Background: an optimization exercise with open tools, aiming at small area and a short achievable clock period. Do not read the settings as production practice.
Only simulation tests tie the RTL to the original design; equivalence was not proved.

**flow/run.sh**
```bash
#!/bin/bash
# synth_recipe.tcl (not shown) runs the flow's synth.tcl, then flattens the netlist and writes it again
# the make line also repeats each setting of config.mk as NAME=value (left out here)
make -C /OpenROAD-flow-scripts/flow DESIGN_CONFIG=/design/flow/config.mk WORK_HOME=/design/flow/orfs CLKGATE_MAP_FILE= SYNTH_SCRIPT=/design/flow/synth_recipe.tcl finish
```
**flow/config.mk**
```make
export PLATFORM = sky130hd
export DESIGN_NAME = lookahead_sw_alloc
export DESIGN_NICKNAME = lookahead_sw_alloc
export VERILOG_FILES = /design/flow/design.v
export SDC_FILE = /design/flow/constraint.sdc
export NUM_CORES = 4
export LEC_CHECK = 0
export CAP_MARGIN = 20
export CORE_MARGIN = 2
export CORE_UTILIZATION = 40
export SLEW_MARGIN = 20
```
**flow/design.v**
```verilog
`default_nettype none
package sw_alloc_pkg;
    localparam int NUM_PORT     = 5;
    localparam int NUM_VC       = 6;
    localparam int BYPASS_VC    = 4;
    localparam int NUM_DS_VC    = NUM_VC - 2;
    localparam int NUM_NET_PORT = 4;
    localparam int LOCAL_PORT   = 4;
    localparam int TIME_WIDTH   = 8;
    localparam int BUFFER_DEPTH = 4;
    typedef logic [NUM_PORT-1:0] port_vec_t;
    typedef logic [$clog2(NUM_PORT+1)-1:0] pc_idx_t;
    localparam pc_idx_t NULL_PC = pc_idx_t'(NUM_PORT);
    typedef logic [$clog2(NUM_VC)-1:0] vc_idx_t;
    typedef logic [$clog2(NUM_DS_VC)-1:0] ds_vc_idx_t;
    typedef logic [NUM_DS_VC-1:0] ds_vc_vec_t;
    typedef logic [TIME_WIDTH-1:0] age_t;
    typedef logic [$clog2(BUFFER_DEPTH+1)-1:0] credit_t;
endpackage
`default_nettype wire
`timescale 1ns/1ns
`default_nettype none
module vc_arbiter #(
    parameter int NUM_VC_IN = 6
) (
    input  sw_alloc_pkg::port_vec_t [NUM_VC_IN-1:0] req,
    input  sw_alloc_pkg::age_t      [NUM_VC_IN-1:0] age,
    output sw_alloc_pkg::vc_idx_t                   sel_vc,
    output sw_alloc_pkg::age_t                      win_age,
    output sw_alloc_pkg::port_vec_t                 win_req
);
    logic [NUM_VC_IN-1:0] vc_active;
    always_comb begin
        for (int v = 0; v < NUM_VC_IN; v++) begin
            vc_active[v] = |req[v];
        end
    end
    always_comb begin : pick_oldest
        logic found;
        found   = 1'b0;
        sel_vc  = '0;
        win_age = '0;
        win_req = '0;
        for (int v = 0; v < NUM_VC_IN; v++) begin
            if (vc_active[v] && (!found || age[v] > win_age)) begin
                found   = 1'b1;
                sel_vc  = sw_alloc_pkg::vc_idx_t'(v);
                win_age = age[v];
                win_req = req[v];
            end
        end
    end
endmodule
`default_nettype wire
`timescale 1ns/1ns
`default_nettype none
module output_arbiter #(
    parameter int OUT_PORT     = 0,
    parameter bit CREDIT_CHECK = (OUT_PORT != sw_alloc_pkg::LOCAL_PORT)
) (
    input  sw_alloc_pkg::port_vec_t                         win_req_bit,
    input  sw_alloc_pkg::age_t [sw_alloc_pkg::NUM_PORT-1:0] win_age,
    input  sw_alloc_pkg::ds_vc_vec_t                        credit_avail,
    output sw_alloc_pkg::pc_idx_t                           sel_pc,
    output sw_alloc_pkg::ds_vc_idx_t                        vc_new,
    output sw_alloc_pkg::ds_vc_vec_t                        consume
);
    sw_alloc_pkg::pc_idx_t    best_pc;
    sw_alloc_pkg::age_t       best_age;
    logic       have_req;
    sw_alloc_pkg::ds_vc_idx_t vc_pick;
    logic       have_credit;
    logic       granted;
    always_comb begin
        best_pc  = '0;
        best_age = '0;
        have_req = 1'b0;
        for (int i = 0; i < sw_alloc_pkg::NUM_PORT; i++) begin
            if (win_req_bit[i] && (!have_req || win_age[i] > best_age)) begin
                have_req = 1'b1;
                best_pc  = sw_alloc_pkg::pc_idx_t'(i);
                best_age = win_age[i];
            end
        end
    end
    if (CREDIT_CHECK) begin : g_credit
        always_comb begin
            vc_pick = '0;
            for (int v = sw_alloc_pkg::NUM_DS_VC - 1; v >= 0; v--) begin
                if (credit_avail[v]) begin
                    vc_pick = sw_alloc_pkg::ds_vc_idx_t'(v);
                end
            end
        end
        assign have_credit = |credit_avail;
    end else begin : g_no_credit
        assign vc_pick     = '0;
        assign have_credit = 1'b1;
    end
    assign granted = have_req && have_credit;
    assign sel_pc  = granted ? best_pc : sw_alloc_pkg::NULL_PC;
    assign vc_new  = vc_pick;
    always_comb begin
        consume = '0;
        if (granted) begin
            consume[vc_pick] = 1'b1;
        end
    end
endmodule
`default_nettype wire
`timescale 1ns/1ns
`default_nettype none
module credit_tracker (
    input  logic                     clk,
    input  logic                     arst_n,
    input  sw_alloc_pkg::ds_vc_vec_t consume,
    input  sw_alloc_pkg::ds_vc_vec_t credit_return_in,
    output sw_alloc_pkg::ds_vc_vec_t credit_avail
);
    sw_alloc_pkg::credit_t [sw_alloc_pkg::NUM_DS_VC-1:0] count;
    always_ff @(posedge clk or negedge arst_n) begin
        if (!arst_n) begin
            for (int v = 0; v < sw_alloc_pkg::NUM_DS_VC; v++) begin
                count[v] <= sw_alloc_pkg::credit_t'(sw_alloc_pkg::BUFFER_DEPTH);
            end
        end else begin
            for (int v = 0; v < sw_alloc_pkg::NUM_DS_VC; v++) begin
                if (credit_return_in[v] && !consume[v]) begin
                    count[v] <= count[v] + 1'b1;
                end else if (consume[v] && !credit_return_in[v]) begin
                    count[v] <= count[v] - 1'b1;
                end
            end
        end
    end
    always_comb begin
        for (int v = 0; v < sw_alloc_pkg::NUM_DS_VC; v++) begin
            credit_avail[v] = (count[v] != '0);
        end
    end
endmodule
`default_nettype wire
`timescale 1ns/1ns
`default_nettype none
module alloc_feedback (
    input  sw_alloc_pkg::port_vec_t [sw_alloc_pkg::NUM_PORT-1:0] win_req,
    input  sw_alloc_pkg::vc_idx_t   [sw_alloc_pkg::NUM_PORT-1:0] sel_vc,
    input  sw_alloc_pkg::pc_idx_t   [sw_alloc_pkg::NUM_PORT-1:0] sel_pc,
    output sw_alloc_pkg::port_vec_t [sw_alloc_pkg::NUM_PORT-1:0] uppv,
    output logic [sw_alloc_pkg::NUM_NET_PORT-1:0]                grant_new
);
    always_comb begin
        for (int i = 0; i < sw_alloc_pkg::NUM_PORT; i++) begin
            for (int o = 0; o < sw_alloc_pkg::NUM_PORT; o++) begin
                uppv[i][o] = win_req[i][o] && (sel_pc[o] != sw_alloc_pkg::pc_idx_t'(i));
            end
        end
    end
    for (genvar i = 0; i < sw_alloc_pkg::NUM_NET_PORT; i++) begin : g_bypass
        sw_alloc_pkg::port_vec_t won_at;
        for (genvar o = 0; o < sw_alloc_pkg::NUM_PORT; o++) begin : g_won
            assign won_at[o] = (sel_pc[o] == sw_alloc_pkg::pc_idx_t'(i));
        end
        assign grant_new[i] = (sel_vc[i] == sw_alloc_pkg::vc_idx_t'(sw_alloc_pkg::BYPASS_VC)) && |won_at;
    end
endmodule
`default_nettype wire
`timescale 1ns/1ns
`default_nettype none
module lookahead_sw_alloc (
    input  logic                                                 clk,
    input  logic                                                 arst_n,
    input  sw_alloc_pkg::port_vec_t
               [sw_alloc_pkg::NUM_PORT-1:0][sw_alloc_pkg::NUM_VC-1:0] req,
    input  sw_alloc_pkg::age_t
               [sw_alloc_pkg::NUM_PORT-1:0][sw_alloc_pkg::NUM_VC-1:0] age,
    input  sw_alloc_pkg::ds_vc_vec_t [sw_alloc_pkg::NUM_NET_PORT-1:0] credit_return_in,
    output sw_alloc_pkg::vc_idx_t    [sw_alloc_pkg::NUM_PORT-1:0]     sel_vc,
    output sw_alloc_pkg::pc_idx_t    [sw_alloc_pkg::NUM_PORT-1:0]     sel_pc,
    output sw_alloc_pkg::ds_vc_idx_t [sw_alloc_pkg::NUM_PORT-1:0]     vc_new,
    output sw_alloc_pkg::ds_vc_vec_t [sw_alloc_pkg::NUM_NET_PORT-1:0] credit_return_out,
    output sw_alloc_pkg::port_vec_t  [sw_alloc_pkg::NUM_PORT-1:0]     uppv,
    output logic [sw_alloc_pkg::NUM_NET_PORT-1:0]                     grant_new
);
    sw_alloc_pkg::age_t      [sw_alloc_pkg::NUM_PORT-1:0] win_age;
    sw_alloc_pkg::port_vec_t [sw_alloc_pkg::NUM_PORT-1:0] win_req;
    sw_alloc_pkg::port_vec_t [sw_alloc_pkg::NUM_PORT-1:0] req_at_out;
    sw_alloc_pkg::ds_vc_vec_t [sw_alloc_pkg::NUM_NET_PORT-1:0] credit_avail;
    for (genvar i = 0; i < sw_alloc_pkg::NUM_PORT; i++) begin : g_in
        vc_arbiter #(
            .NUM_VC_IN (sw_alloc_pkg::NUM_VC)
        ) u_vc_arb (
            .req     (req[i]),
            .age     (age[i]),
            .sel_vc  (sel_vc[i]),
            .win_age (win_age[i]),
            .win_req (win_req[i])
        );
        for (genvar o = 0; o < sw_alloc_pkg::NUM_PORT; o++) begin : g_turn
            assign req_at_out[o][i] = win_req[i][o];
        end
    end
    for (genvar o = 0; o < sw_alloc_pkg::NUM_PORT; o++) begin : g_out
        if (o != sw_alloc_pkg::LOCAL_PORT) begin : g_net
            output_arbiter #(
                .OUT_PORT     (o),
                .CREDIT_CHECK (1'b1)
            ) u_out_arb (
                .win_req_bit  (req_at_out[o]),
                .win_age      (win_age),
                .credit_avail (credit_avail[o]),
                .sel_pc       (sel_pc[o]),
                .vc_new       (vc_new[o]),
                .consume      (credit_return_out[o])
            );
            credit_tracker u_credit (
                .clk              (clk),
                .arst_n           (arst_n),
                .consume          (credit_return_out[o]),
                .credit_return_in (credit_return_in[o]),
                .credit_avail     (credit_avail[o])
            );
        end else begin : g_local
            output_arbiter #(
                .OUT_PORT     (o),
                .CREDIT_CHECK (1'b0)
            ) u_out_arb (
                .win_req_bit  (req_at_out[o]),
                .win_age      (win_age),
                .credit_avail ('1),
                .sel_pc       (sel_pc[o]),
                .vc_new       (vc_new[o]),
                .consume      ()
            );
        end
    end
    alloc_feedback u_feedback (
        .win_req   (win_req),
        .sel_vc    (sel_vc),
        .sel_pc    (sel_pc),
        .uppv      (uppv),
        .grant_new (grant_new)
    );
endmodule
`default_nettype wire
```
**flow/constraint.sdc**
```tcl
create_clock -name core_clock -period 29.0 [get_ports {clk}]
set_input_delay 5.8000 -clock core_clock [delete_from_list [all_inputs] [get_ports {clk}]]
set_output_delay 5.8000 -clock core_clock [all_outputs]
set_load 0.01 [all_outputs]
```
==> results.txt <==
routing by layer:
metal,up-vias,track usage [%]
li1,10400,-
met1,10250,39.69
met2,701,56.95
met3,131,3.584
met4,4,7.283
met5,-,0
worst max-delay path: cells and delay by family:
family / cells / cell delay [ps]
multiplexers: 3 / 760
AND/OR/NAND/NOR: 28 / 4680
buffers and inverters: 11 / 1860
adder cells (fa/ha/maj): 9 / 2460
AO/OA/AOI/OAI: 44 / 6970
repair_timing:
item / CTS / global route
pin swaps: 4 / 31
buffers inserted: 8 / 32
gates resized for setup: 28 / 166
hold buffers: 0 / 0
endpoints found under the setup margin: 11 / 44
gates cloned: 0 / 2
worst max path at each step:
stage	endpoint	slack [ps]	cells after the start
5_1_grt	grant_new[0]	-300	94
3_5_place_dp	grant_new[1]	-430	95
2_1_floorplan	grant_new[0]	70	100
3_3_place_gp	grant_new[1]	-20	95
6_report	grant_new[0]	640	95
4_1_cts	grant_new[1]	10	98
cells by family (layout without fill, tap and decap cells):
kind of cell	Yosys count	after routing	share of synthesized area, %
xor+xnor	48	48	2.302
mux	157	157	8.846
compound gates	742	742	26.89
fa+ha+maj	392	392	27.52
simple gates	814	814	22.33
other cells	1	4	0.02054
flops	48	48	6.688
buf+inv	250	889	5.400
area by class of cell:
| class | count | share of cell area, % |
|---|---|---|
| inverter | 183 | 2.642 |
| timing repair buffer | 698 | 25.37 |
| antenna | 2 | 0.01918 |
| multi-input combinational | 2155 | 63.85 |
| tap | 600 | 2.877 |
| clock buffer | 6 | 0.5322 |
| clock inverter | 2 | 0.03836 |
| sequential | 48 | 4.680 |
layout by cell type (no fill, tap or decap), types with 61 or more instances in the layout:
cell type | Yosys | layout
nand2_1 | 210 | 206
clkdlybuf4s50_1 | 0 | 464
nand4_1 | 62 | 62
mux2i_1 | 122 | 111
a21o_1 | 62 | 61
buf_4 | 3 | 184
inv_1 | 180 | 179
a21oi_1 | 192 | 180
o21ai_0 | 145 | 124
ha_1 | 376 | 375
nor2_1 | 223 | 211
o21a_1 | 61 | 61
per-stage QoR:
step	util, %	cells	worst slack [ps]	hold slack (ps)
3_3_place_gp	55.22	3642	-18.73	513.3
5_1_grt	57.74	3693	-300.7	536.1
3_5_place_dp	55.22	3642	-434.1	512.4
2_1_floorplan	-	2453	68.92	494.3
6_report	57.75	3694	640.4	523.0
4_1_cts	55.89	3658	10.85	524.9
==> results.txt <==
design area -> 26090 um^2
Req. time, crit path -> 23200 ps
Most used DFF post-synth -> dfrtp_1
DRC -> 0
Chip Width -> 217.7 um
GP Congestion -> 0.9857
Crit Reg-Reg Endpoint -> g_out[2].g_net.u_credit.count[10]$_DFFE_PN0P_
Final Hold Fails -> 0
Synth cell types -> 103
Hold Crit Class -> reg -> reg
total CTS buffers -> 5
WL final -> 77810 um
Max Cap Violations -> 0
Clk Latency, worst-skew pair -> 290 ps
Critical Path Start -> req[1]
fin crit period -> 28360 ps
pin count of the biggest net entering global routing -> 49
Area growth syn-to-layout -> 42.90%
Commonest cells post-synth -> ha_1 (376), nor2_1 (223), nand2_1 (210)
clock sinks -> 48
met1 WL -> 33330 um
kind of critical path -> in -> out
CTS tree -> done
WL met3 -> 4588 um
Nets -> 3891
skew final -> 4.477 ps
first-pass GRT wire length -> 118500 um
IO Pins -> 493
asr flop ratio synth -> 100.0%
post-synthesis sequential area ratio -> 6.688%
CTS Buffer Depth -> 2
Setup violations, final -> 0
Fmax achieved -> 0.03526 GHz
Avg Synthesized Cell Area -> 7.447 um^2
number of flip-flops in the largest register -> 48
top cells by area in the synthesized netlist -> ha_1 (26%), mux2i_1 (6.7%), a21oi_1 (5.3%), nor2_1 (4.6%), dfrtp_1 (4.4%)
total of fill cells in the finished design -> 4296
Worst-Margin Slew -> 1086 ps
initial antenna violation count -> 4
Crit path arrival time -> 22560 ps
Hold Path Depth -> 1
total gr overflow -> 0
Crit. End Element -> primary output
register name with the most flops -> g_out.g_net.u_credit.count
Critical Path Fanout Max -> 11
Vias/cell -> 5.815
die area -> 47380 um^2
status -> no timing/DRC/antenna violations
Initial Utilization -> 40.41%
Crit path largest cell delay -> 560 ps
Largest regs -> g_out.g_net.u_credit.count x48
CTS H-Tree Depth -> 2
Slew HR -> 27.31%
RR Startpoint -> g_out[2].g_net.u_credit.count[3]$_DFFE_PN0P_
Detailed Route Iter0 Violations -> 1400
DR top layer -> met5
slowest CP cell -> or4_4
Worst-path clk slew -> 70 ps
EDFF count, synth -> 0
Detailed Place HPWL -> 67010 um
post-synth top area share -> 25.76%
routed length per instance -> 21.06 um
Root Driver -> clkbuf_16
most common cell in the netlist -> ha_1
Min-Delay Startpoint -> g_out[1].g_net.u_credit.count[8]$_DFFE_PN1P_
DRT Pass-1 Iters -> 6
port bufs -> 490
worst-case reg-to-reg path depth -> 7
mapped cell area -> 18260 um^2
Mapped Cells -> 2452
hold path endpoint -> g_out[1].g_net.u_credit.count[8]$_DFFE_PN1P_
R2R Setup Slk -> 26560 ps
vias in the first global route -> 21550
Final Cycle Share -> 97.79%
Placeable Area -> 45190 um^2
register area -> 1221 um^2
share of layout cells above drive strength 1 -> 14.55%
CP startpoint kind -> input port
most used cell, CP -> ha_1
post-detailed-route count of antenna-violating nets -> 0
Fin Setup TNS -> 0 ps
via count -> 21480
num rows -> 78
DIE HEIGHT -> 217.7 um
RSZ-0062 raised after global routing -> yes
Synth Register Bits -> 48
multi-input logic area -> 16660 um^2
Yosys warnings -> 8
dpl cell area -> 24950 um^2
Slew Viols, Final -> 0
global-route usage over all layers -> 31.49%
Yosys top cell by area -> ha_1
routed wl met2 -> 37780 um

==> static timing again, ports no longer ideal <==
No port has a modelled driver above. Below, the same layout with a new extraction and two added sets of constraints.
Step 1 sets driving cells, clkbuf_16 on the clock port and buf_2 on the other inputs (assumed; they add their load-dependent delay and slew).
Step 2, shift: input delay + t, output delay - t, t = (earliest + latest rising clock arrival at the registers) / 2. This alone moves slack from input paths to output paths.
Three values: ideal ports, drivers, drivers and shift; two values: the first two.
t, ns: 0.324
setup WS [ns]: 0.640 / 0.608 / 0.608
worst setup path at the end: input to output
clock arrival spread, ns: 0.005 / 0.005
worst register clock-pin slew, ns: 0.07 / 0.07
After both steps this run still meets setup and hold. For this run, drivers alone change the setup slack by -0.032 ns; drivers and shift together by -0.032 ns.
